From an optimization exercise on the open Yosys and OpenROAD flow, aimed at a short achievable clock period and few clock cycles; shortcuts taken in it are not production practice. In this exercise RTL edits were held to simulation tests only and were not proved equivalent to the original. Power and IR drop assume default switching activity.

==> inputs of wip/sierra <==
Design multicycle_core, start of the top module:
module multicycle_core
#(
   parameter int DATA_W   = 32,
   parameter int ADDR_W   = 11,
   parameter int RESET_PC = 0
) (
   input  logic              clk_i,
   input  logic              rst_ni,
   input  logic              start_i,
   output logic [ADDR_W-1:0] imem_addr_o,
   input  logic [31:0]       imem_rdata_i,
   output logic              dmem_req_o,
   output logic              dmem_we_o,
   output logic [ADDR_W-1:0] dmem_addr_o,
   output logic [DATA_W-1:0] dmem_wdata_o,
   input  logic [DATA_W-1:0] dmem_rdata_i,
   input  logic              dmem_ack_i,
   output logic [3:0]        flags_o,
   output logic              halted_o,
   input  logic [3:0]        dbg_sel_i,
   output logic [DATA_W-1:0] dbg_data_o
);
   logic              run_q, halted_q;
   logic [DATA_W-1:0] f_pc_q;                  
   logic              d_valid_q, d_use_hold_q;
   logic [31:0]       d_hold_q;
   logic [DATA_W-1:0] d_pc8_q;                 
   logic [3:0]        flags_q;
   logic [DATA_W-1:0] rf_q [15];               
   logic [15:0]       tkf_q;                   
   logic [15:0]       unk_q;                   
   logic              ex_valid_q, ex_ok_q, ex_mis_q;
   logic              ex_mem_q, ex_halt_q;
   logic              ex_wr_q, ex_setf_q, ex_load_q;
   logic              ex_and_q, ex_orr_q, ex_mov_q, ex_sum_q, ex_sub_q;
   logic [3:0]        ex_rd_q;
   logic [DATA_W-1:0] ex_a_q, ex_b_q, ex_sd_q;
   logic [3:0]        ex_ealo_q;
   logic              ex_eac_q;
   logic [6:0]        ex_eabh_q, ex_eash_q;
   logic [DATA_W-1:0] ex_alt_q, ex_alt4_q, ex_alt8_q, ex_pc4_q;
   logic              pend_q, mwe_q, ld_wv_q;
   logic [ADDR_W-1:0] maddr_q;
   logic [DATA_W-1:0] mwdata_q;
   logic [3:0]        ld_rd_q;
   logic              q_v_q, q_we_q, q_wv_q;
   logic [ADDR_W-1:0] q_addr_q;
   logic [DATA_W-1:0] q_wdata_q;
   logic [3:0]        q_rd_q;
   logic              ex_v;
   logic [DATA_W-1:0] alu_res;
   logic [3:0]        alu_nzcv;
  ...
make LEC_CHECK=0 CAP_MARGIN=20 CORE_MARGIN=2 CORE_UTILIZATION=40 SETUP_SLACK_MARGIN=2.5 SLEW_MARGIN=20 finish   # period 6.5 ns
run.sh (not shown) runs the stock make flow with config.mk's settings and CLKGATE_MAP_FILE= SYNTH_SCRIPT=/design/flow/synth_recipe.tcl, a recipe that flattens the netlist after the stock synthesis.
==> wip/garnet: changes against wip/sierra <==
--- a/flow/design.v
+++ b/flow/design.v
@@ -122,12 +122,14 @@
    logic              run_q, halted_q;
    logic [DATA_W-1:0] f_pc_q;                  
    logic              d_valid_q, d_use_hold_q;
    logic [31:0]       d_hold_q;
    logic [DATA_W-1:0] d_pc8_q;                 
+   logic [5:0]        d_hip_q, d_him_q;        
    logic [3:0]        flags_q;
    logic [DATA_W-1:0] rf_q [15];               
+   logic [14:0]       rf_hz_q, rf_ho_q;        
    logic [15:0]       tkf_q;                   
    logic [15:0]       unk_q;                   
    logic              ex_valid_q, ex_ok_q, ex_mis_q;
    logic              ex_mem_q, ex_halt_q;
    logic              ex_wr_q, ex_setf_q, ex_load_q;
@@ -288,29 +290,32 @@
    assign d_tgt4[1:0] = d_pc8_q[1:0];
    assign d_tgt8[1:0] = d_pc8_q[1:0];
    assign d_short = (imem_rdata_i[10:4] == {7{imem_rdata_i[4]}});
    assign {lo_c, lo_s} = {1'b0, d_pc8[6:2]} + {1'b0, imem_rdata_i[4:0]};
    assign hi_pc  = d_pc8[12:7];
-   assign hi_p1  = hi_pc + 6'd1;
-   assign hi_m1  = hi_pc - 6'd1;
+   assign hi_p1  = d_hip_q;
+   assign hi_m1  = d_him_q;
    assign hi_sel = lo_c ? (imem_rdata_i[4] ? hi_pc : hi_p1) : (imem_rdata_i[4] ? hi_m1 : hi_pc);
    assign d_tgt_w = {hi_sel, lo_s};
-   logic              rn_fwd, fz_ok, fz, fn, d_logic;
-   logic [DATA_W-1:0] za, zk;
-   logic [7:0]        imm8;
+   logic              rn_fwd, fz_ok, fz, fn, d_logic, za_hz, za_ho, hi_ok;
+   logic [DATA_W-1:0] za;
+   logic [7:0]        imm8, lowk;
    assign imm8    = d_ir[7:0];
    assign rn_fwd  = (d_rn != 4'hF) & ((ex_wr_now & (ex_rd_q == d_rn)) | (ld_we_now & (ld_rd_q == d_rn)));
    assign fz_ok   = d_imm & !rn_fwd;
    assign za      = (d_rn == 4'hF) ? d_pc8 : rn_rf;
-   assign zk      = d_sub ? {{(DATA_W-8){1'b0}}, imm8} : (DATA_W'(0) - {{(DATA_W-8){1'b0}}, imm8});
+   assign za_hz   = (d_rn == 4'hF) ? ~|d_pc8[DATA_W-1:8] : rf_hz_q[d_rn];
+   assign za_ho   = (d_rn == 4'hF) ? &d_pc8[DATA_W-1:8] : rf_ho_q[d_rn];
+   assign lowk    = d_sub ? imm8 : (8'd0 - imm8);
+   assign hi_ok   = (d_sub || (imm8 == 8'd0)) ? za_hz : za_ho;
    assign d_logic = (d_cmd == core_pkg::CmdAnd) | (d_cmd == core_pkg::CmdOrr) | (d_cmd == core_pkg::CmdMov);
    always_comb begin
       case (d_cmd)
-         core_pkg::CmdAnd: begin fz = ~|(za[7:0] & imm8);     fn = 1'b0; end
-         core_pkg::CmdOrr: begin fz = ~|za & ~|imm8;          fn = za[DATA_W-1]; end
-         core_pkg::CmdMov: begin fz = ~|imm8;                 fn = 1'b0; end
-         default:          begin fz = (za == zk);             fn = 1'b0; end
+         core_pkg::CmdAnd: begin fz = ~|(za[7:0] & imm8);             fn = 1'b0; end
+         core_pkg::CmdOrr: begin fz = za_hz & ~|za[7:0] & ~|imm8;     fn = za[DATA_W-1]; end
+         core_pkg::CmdMov: begin fz = ~|imm8;                         fn = 1'b0; end
+         default:          begin fz = hi_ok & (za[7:0] == lowk);      fn = 1'b0; end
       endcase
    end
    logic        nx_set;
    logic [3:0]  f_new;
    logic [15:0] tkf_d, unk_d;
@@ -357,10 +362,12 @@
          f_pc_q       <= DATA_W'(RESET_PC);
          d_valid_q    <= 1'b0;
          d_use_hold_q <= 1'b0;
          d_hold_q     <= '0;
          d_pc8_q      <= '0;
+         d_hip_q      <= 6'd1;
+         d_him_q      <= 6'h3F;
          flags_q      <= '0;
          tkf_q        <= '0;
          unk_q        <= '0;
          ex_valid_q   <= 1'b0;
          ex_ok_q      <= 1'b0;
@@ -398,18 +405,22 @@
          q_wv_q       <= 1'b0;
          q_addr_q     <= '0;
          q_wdata_q    <= '0;
          q_rd_q       <= '0;
          for (int i = 0; i < 15; i++) rf_q[i] <= '0;
+         rf_hz_q      <= '1;
+         rf_ho_q      <= '0;
       end else begin
          if (start_i) run_q <= 1'b1;
          if (halt_now) begin
             halted_q <= 1'b1;
          end
          if (advance) begin
             f_pc_q  <= f_pc_d;
             d_pc8_q <= fetch_pc8;
+            d_hip_q <= fetch_pc8[12:7] + 6'd1;
+            d_him_q <= fetch_pc8[12:7] - 6'd1;
          end
          d_valid_q    <= (run_q | start_i) & !halted_q & !halt_now;
          d_use_hold_q <= stall;
          d_hold_q     <= d_ir;
          tkf_q        <= tkf_d & {16{d_redir_ok}};
@@ -439,12 +450,19 @@
          ex_alt4_q  <= d_tgt4;
          ex_alt8_q  <= d_tgt8;
          if (!halted_q && !halt_now) ex_pc4_q <= d_pc4;
          flags_q <= flags_d;
          for (int i = 0; i < 15; i++) begin
-            if (ex_wr_now && (ex_rd_q == 4'(i))) rf_q[i] <= alu_res;
-            else if (ld_we_now && (ld_rd_q == 4'(i))) rf_q[i] <= dmem_rdata_i;
+            if (ex_wr_now && (ex_rd_q == 4'(i))) begin
+               rf_q[i]    <= alu_res;
+               rf_hz_q[i] <= ~|alu_res[DATA_W-1:8];
+               rf_ho_q[i] <= &alu_res[DATA_W-1:8];
+            end else if (ld_we_now && (ld_rd_q == 4'(i))) begin
+               rf_q[i]    <= dmem_rdata_i;
+               rf_hz_q[i] <= ~|dmem_rdata_i[DATA_W-1:8];
+               rf_ho_q[i] <= &dmem_rdata_i[DATA_W-1:8];
+            end
          end
          q_wv_q <= q_wv_eff;
          if (!pend_q || ld_ack) begin
             if (q_v_q) begin
                mwe_q    <= q_we_q;
CAP_MARGIN = 40   (was 20)
SLEW_MARGIN = 40   (was 20)
==> wip/onyx: changes against wip/sierra <==
--- a/flow/design.v
+++ b/flow/design.v
@@ -124,10 +124,11 @@
    logic              d_valid_q, d_use_hold_q;
    logic [31:0]       d_hold_q;
    logic [DATA_W-1:0] d_pc8_q;                 
    logic [3:0]        flags_q;
    logic [DATA_W-1:0] rf_q [15];               
+   logic [14:0]       rf_hz_q, rf_ho_q;        
    logic [15:0]       tkf_q;                   
    logic [15:0]       unk_q;                   
    logic              ex_valid_q, ex_ok_q, ex_mis_q;
    logic              ex_mem_q, ex_halt_q;
    logic              ex_wr_q, ex_setf_q, ex_load_q;
@@ -292,25 +293,28 @@
    assign hi_pc  = d_pc8[12:7];
    assign hi_p1  = hi_pc + 6'd1;
    assign hi_m1  = hi_pc - 6'd1;
    assign hi_sel = lo_c ? (imem_rdata_i[4] ? hi_pc : hi_p1) : (imem_rdata_i[4] ? hi_m1 : hi_pc);
    assign d_tgt_w = {hi_sel, lo_s};
-   logic              rn_fwd, fz_ok, fz, fn, d_logic;
-   logic [DATA_W-1:0] za, zk;
-   logic [7:0]        imm8;
+   logic              rn_fwd, fz_ok, fz, fn, d_logic, za_hz, za_ho, hi_ok;
+   logic [DATA_W-1:0] za;
+   logic [7:0]        imm8, lowk;
    assign imm8    = d_ir[7:0];
    assign rn_fwd  = (d_rn != 4'hF) & ((ex_wr_now & (ex_rd_q == d_rn)) | (ld_we_now & (ld_rd_q == d_rn)));
    assign fz_ok   = d_imm & !rn_fwd;
    assign za      = (d_rn == 4'hF) ? d_pc8 : rn_rf;
-   assign zk      = d_sub ? {{(DATA_W-8){1'b0}}, imm8} : (DATA_W'(0) - {{(DATA_W-8){1'b0}}, imm8});
+   assign za_hz   = (d_rn == 4'hF) ? ~|d_pc8[DATA_W-1:8] : rf_hz_q[d_rn];
+   assign za_ho   = (d_rn == 4'hF) ? &d_pc8[DATA_W-1:8] : rf_ho_q[d_rn];
+   assign lowk    = d_sub ? imm8 : (8'd0 - imm8);
+   assign hi_ok   = (d_sub || (imm8 == 8'd0)) ? za_hz : za_ho;
    assign d_logic = (d_cmd == core_pkg::CmdAnd) | (d_cmd == core_pkg::CmdOrr) | (d_cmd == core_pkg::CmdMov);
    always_comb begin
       case (d_cmd)
-         core_pkg::CmdAnd: begin fz = ~|(za[7:0] & imm8);     fn = 1'b0; end
-         core_pkg::CmdOrr: begin fz = ~|za & ~|imm8;          fn = za[DATA_W-1]; end
-         core_pkg::CmdMov: begin fz = ~|imm8;                 fn = 1'b0; end
-         default:          begin fz = (za == zk);             fn = 1'b0; end
+         core_pkg::CmdAnd: begin fz = ~|(za[7:0] & imm8);             fn = 1'b0; end
+         core_pkg::CmdOrr: begin fz = za_hz & ~|za[7:0] & ~|imm8;     fn = za[DATA_W-1]; end
+         core_pkg::CmdMov: begin fz = ~|imm8;                         fn = 1'b0; end
+         default:          begin fz = hi_ok & (za[7:0] == lowk);      fn = 1'b0; end
       endcase
    end
    logic        nx_set;
    logic [3:0]  f_new;
    logic [15:0] tkf_d, unk_d;
@@ -398,10 +402,12 @@
          q_wv_q       <= 1'b0;
          q_addr_q     <= '0;
          q_wdata_q    <= '0;
          q_rd_q       <= '0;
          for (int i = 0; i < 15; i++) rf_q[i] <= '0;
+         rf_hz_q      <= '1;
+         rf_ho_q      <= '0;
       end else begin
          if (start_i) run_q <= 1'b1;
          if (halt_now) begin
             halted_q <= 1'b1;
          end
@@ -439,12 +445,19 @@
          ex_alt4_q  <= d_tgt4;
          ex_alt8_q  <= d_tgt8;
          if (!halted_q && !halt_now) ex_pc4_q <= d_pc4;
          flags_q <= flags_d;
          for (int i = 0; i < 15; i++) begin
-            if (ex_wr_now && (ex_rd_q == 4'(i))) rf_q[i] <= alu_res;
-            else if (ld_we_now && (ld_rd_q == 4'(i))) rf_q[i] <= dmem_rdata_i;
+            if (ex_wr_now && (ex_rd_q == 4'(i))) begin
+               rf_q[i]    <= alu_res;
+               rf_hz_q[i] <= ~|alu_res[DATA_W-1:8];
+               rf_ho_q[i] <= &alu_res[DATA_W-1:8];
+            end else if (ld_we_now && (ld_rd_q == 4'(i))) begin
+               rf_q[i]    <= dmem_rdata_i;
+               rf_hz_q[i] <= ~|dmem_rdata_i[DATA_W-1:8];
+               rf_ho_q[i] <= &dmem_rdata_i[DATA_W-1:8];
+            end
          end
          q_wv_q <= q_wv_eff;
          if (!pend_q || ld_ack) begin
             if (q_v_q) begin
                mwe_q    <= q_we_q;
CAP_MARGIN = 40   (was 20)
SLEW_MARGIN = 40   (was 20)
==> impl_metrics.py <==
metrics = {
    "timing": {
        "tightest_slew_ps": 1349,
    },
    "pwr": {
        "peakVddDrop_uv": 305.2,
        "p_clk_w": 0.00694,
        "pwr-share-clk": 0.272,
    },
    "drt": {
        "wl_per_cell_um": 41.12,
    },
    "outcome": {
        "outcome": "no timing/DRC/antenna violations",
    },
    "critical_path": {
        "crit_fanout": 6,
        "cp_cell_sequence": "buf_12 > mux4_2 > mux4_2 > nand4b_1 > buf_6 > buf_12 > nor3_4 > a31oi_2 > buf_2",
    },
    "place": {
        "place_area_sq_um": 71700,
    },
    "yosys": {
        "syn_nets": 7569,
        "synth_fa_ha_area_frac": 0.03717,
    },
    "global_routing": {
        "grt_pass1_wl_um": 557800,
    },
    "die": {
        "row_count": 147,
    },
    "cells_and_area": {
        "regArea_sq_um": 23350,
    },
}
Source of the figures above: wip/sierra

==> impl_metrics.py <==
metrics = {
    "global_routing": {
        "grt_pass1_wl_um": 557800,
        "antenna_found_initial": 50,
    },
    "outcome": {
        "outcome": "no timing/DRC/antenna violations",
    },
    "cells_and_area": {
        "regArea_sq_um": 24120,
    },
    "timing": {
        "fin_crit_ps": 4509,
    },
    "pwr": {
        "peakVddDrop_uv": 262.1,
        "p_clk_w": 0.00705,
        "pwr-share-clk": 0.271,
    },
    "place": {
        "place_area_sq_um": 71440,
    },
    "yosys": {
        "yosys.area_share.simple": 0.1240,
        "syn_nets": 7517,
        "synth_fa_ha_area_frac": 0.03705,
    },
    "drt": {
        "wl_per_cell_um": 41.57,
    },
    "critical_path": {
        "worstReg2RegEnd": "rf_hz_q[14]",
        "cp_cell_sequence": "buf_12 > clkinvlp_4 > ha_4 > a21oi_4 > nor2_4 > nor2_4 > o21bai_4 > buf_6 > buf_8 > nand4_1 > o41ai_4 > xor2_1 > nor2_1 > a31oi_2 > buf_2",
    },
    "die": {
        "row_count": 148,
    },
}
Source of the figures above: wip/onyx

==> impl_metrics.py <==
metrics = {
    "outcome": {
        "outcome": "no timing/DRC/antenna violations",
    },
    "timing": {
        "tightest_slew_ps": 1015,
    },
    "pwr": {
        "peakVddDrop_uv": 244.1,
        "p_clk_w": 0.00738,
        "pwr-share-clk": 0.284,
    },
    "place": {
        "place_area_sq_um": 72250,
        "hpwl_um": 263900,
    },
    "cells_and_area": {
        "regArea_sq_um": 24410,
        "areaGrowthSynthToFinish_pct": 26.03,
    },
    "critical_path": {
        "cp_cell_sequence": "buf_2 > ha_4 > fa_2 > nor2_2 > buf_6 > buf_4 > mux2i_1 > a21oi_2 > nor2_2 > a31oi_2 > buf_2",
        "crit_fanout": 7,
    },
    "yosys": {
        "syn_avg_cell_area_sq_um": 8.897,
        "synth_fa_ha_area_frac": 0.03698,
    },
    "die": {
        "row_count": 148,
    },
    "global_routing": {
        "grt_pass1_wl_um": 567400,
    },
    "drt": {
        "wl_per_cell_um": 42.06,
    },
}
Source of the figures above: wip/garnet

Testbench counts of wip/sierra, summed over its fixed seeds: cycles 35,861.
Testbench counts of wip/garnet, summed over its fixed seeds: cycles 35,861.
Testbench counts of wip/onyx, summed over its fixed seeds: cycles 35,861.

==> re-timing with driven ports <==
The results above use ideal ports. As a check the final layouts listed here were re-extracted and re-timed, cells and wires unchanged. Step 1 assumes that a clkbuf_16 drives the clock port and a buf_2 every other input. Step 2, shift: input delay + t, output delay - t, t = (earliest + latest rising clock arrival at the registers) / 2. This alone moves slack from input paths to output paths. a / b / c = no drivers / after step 1 / after step 2; a / b = the first two.
run	t, ns	setup slack, ns	worst setup path after step 2	latest minus earliest clock arrival (ns)
wip/sierra	0.896	1.889 / 1.372 / 1.134	input to register	0.068 / 0.068
wip/garnet	0.919	2.029 / 1.344 / 1.344	input to output	0.077 / 0.077
wip/onyx	0.917	1.991 / 1.723 / 1.291	input to register	0.121 / 0.122
After both steps every run listed still meets setup and hold. The setup slack of wip/sierra, which loses most, moves by -0.517 ns with the drivers and by -0.755 ns with both steps.
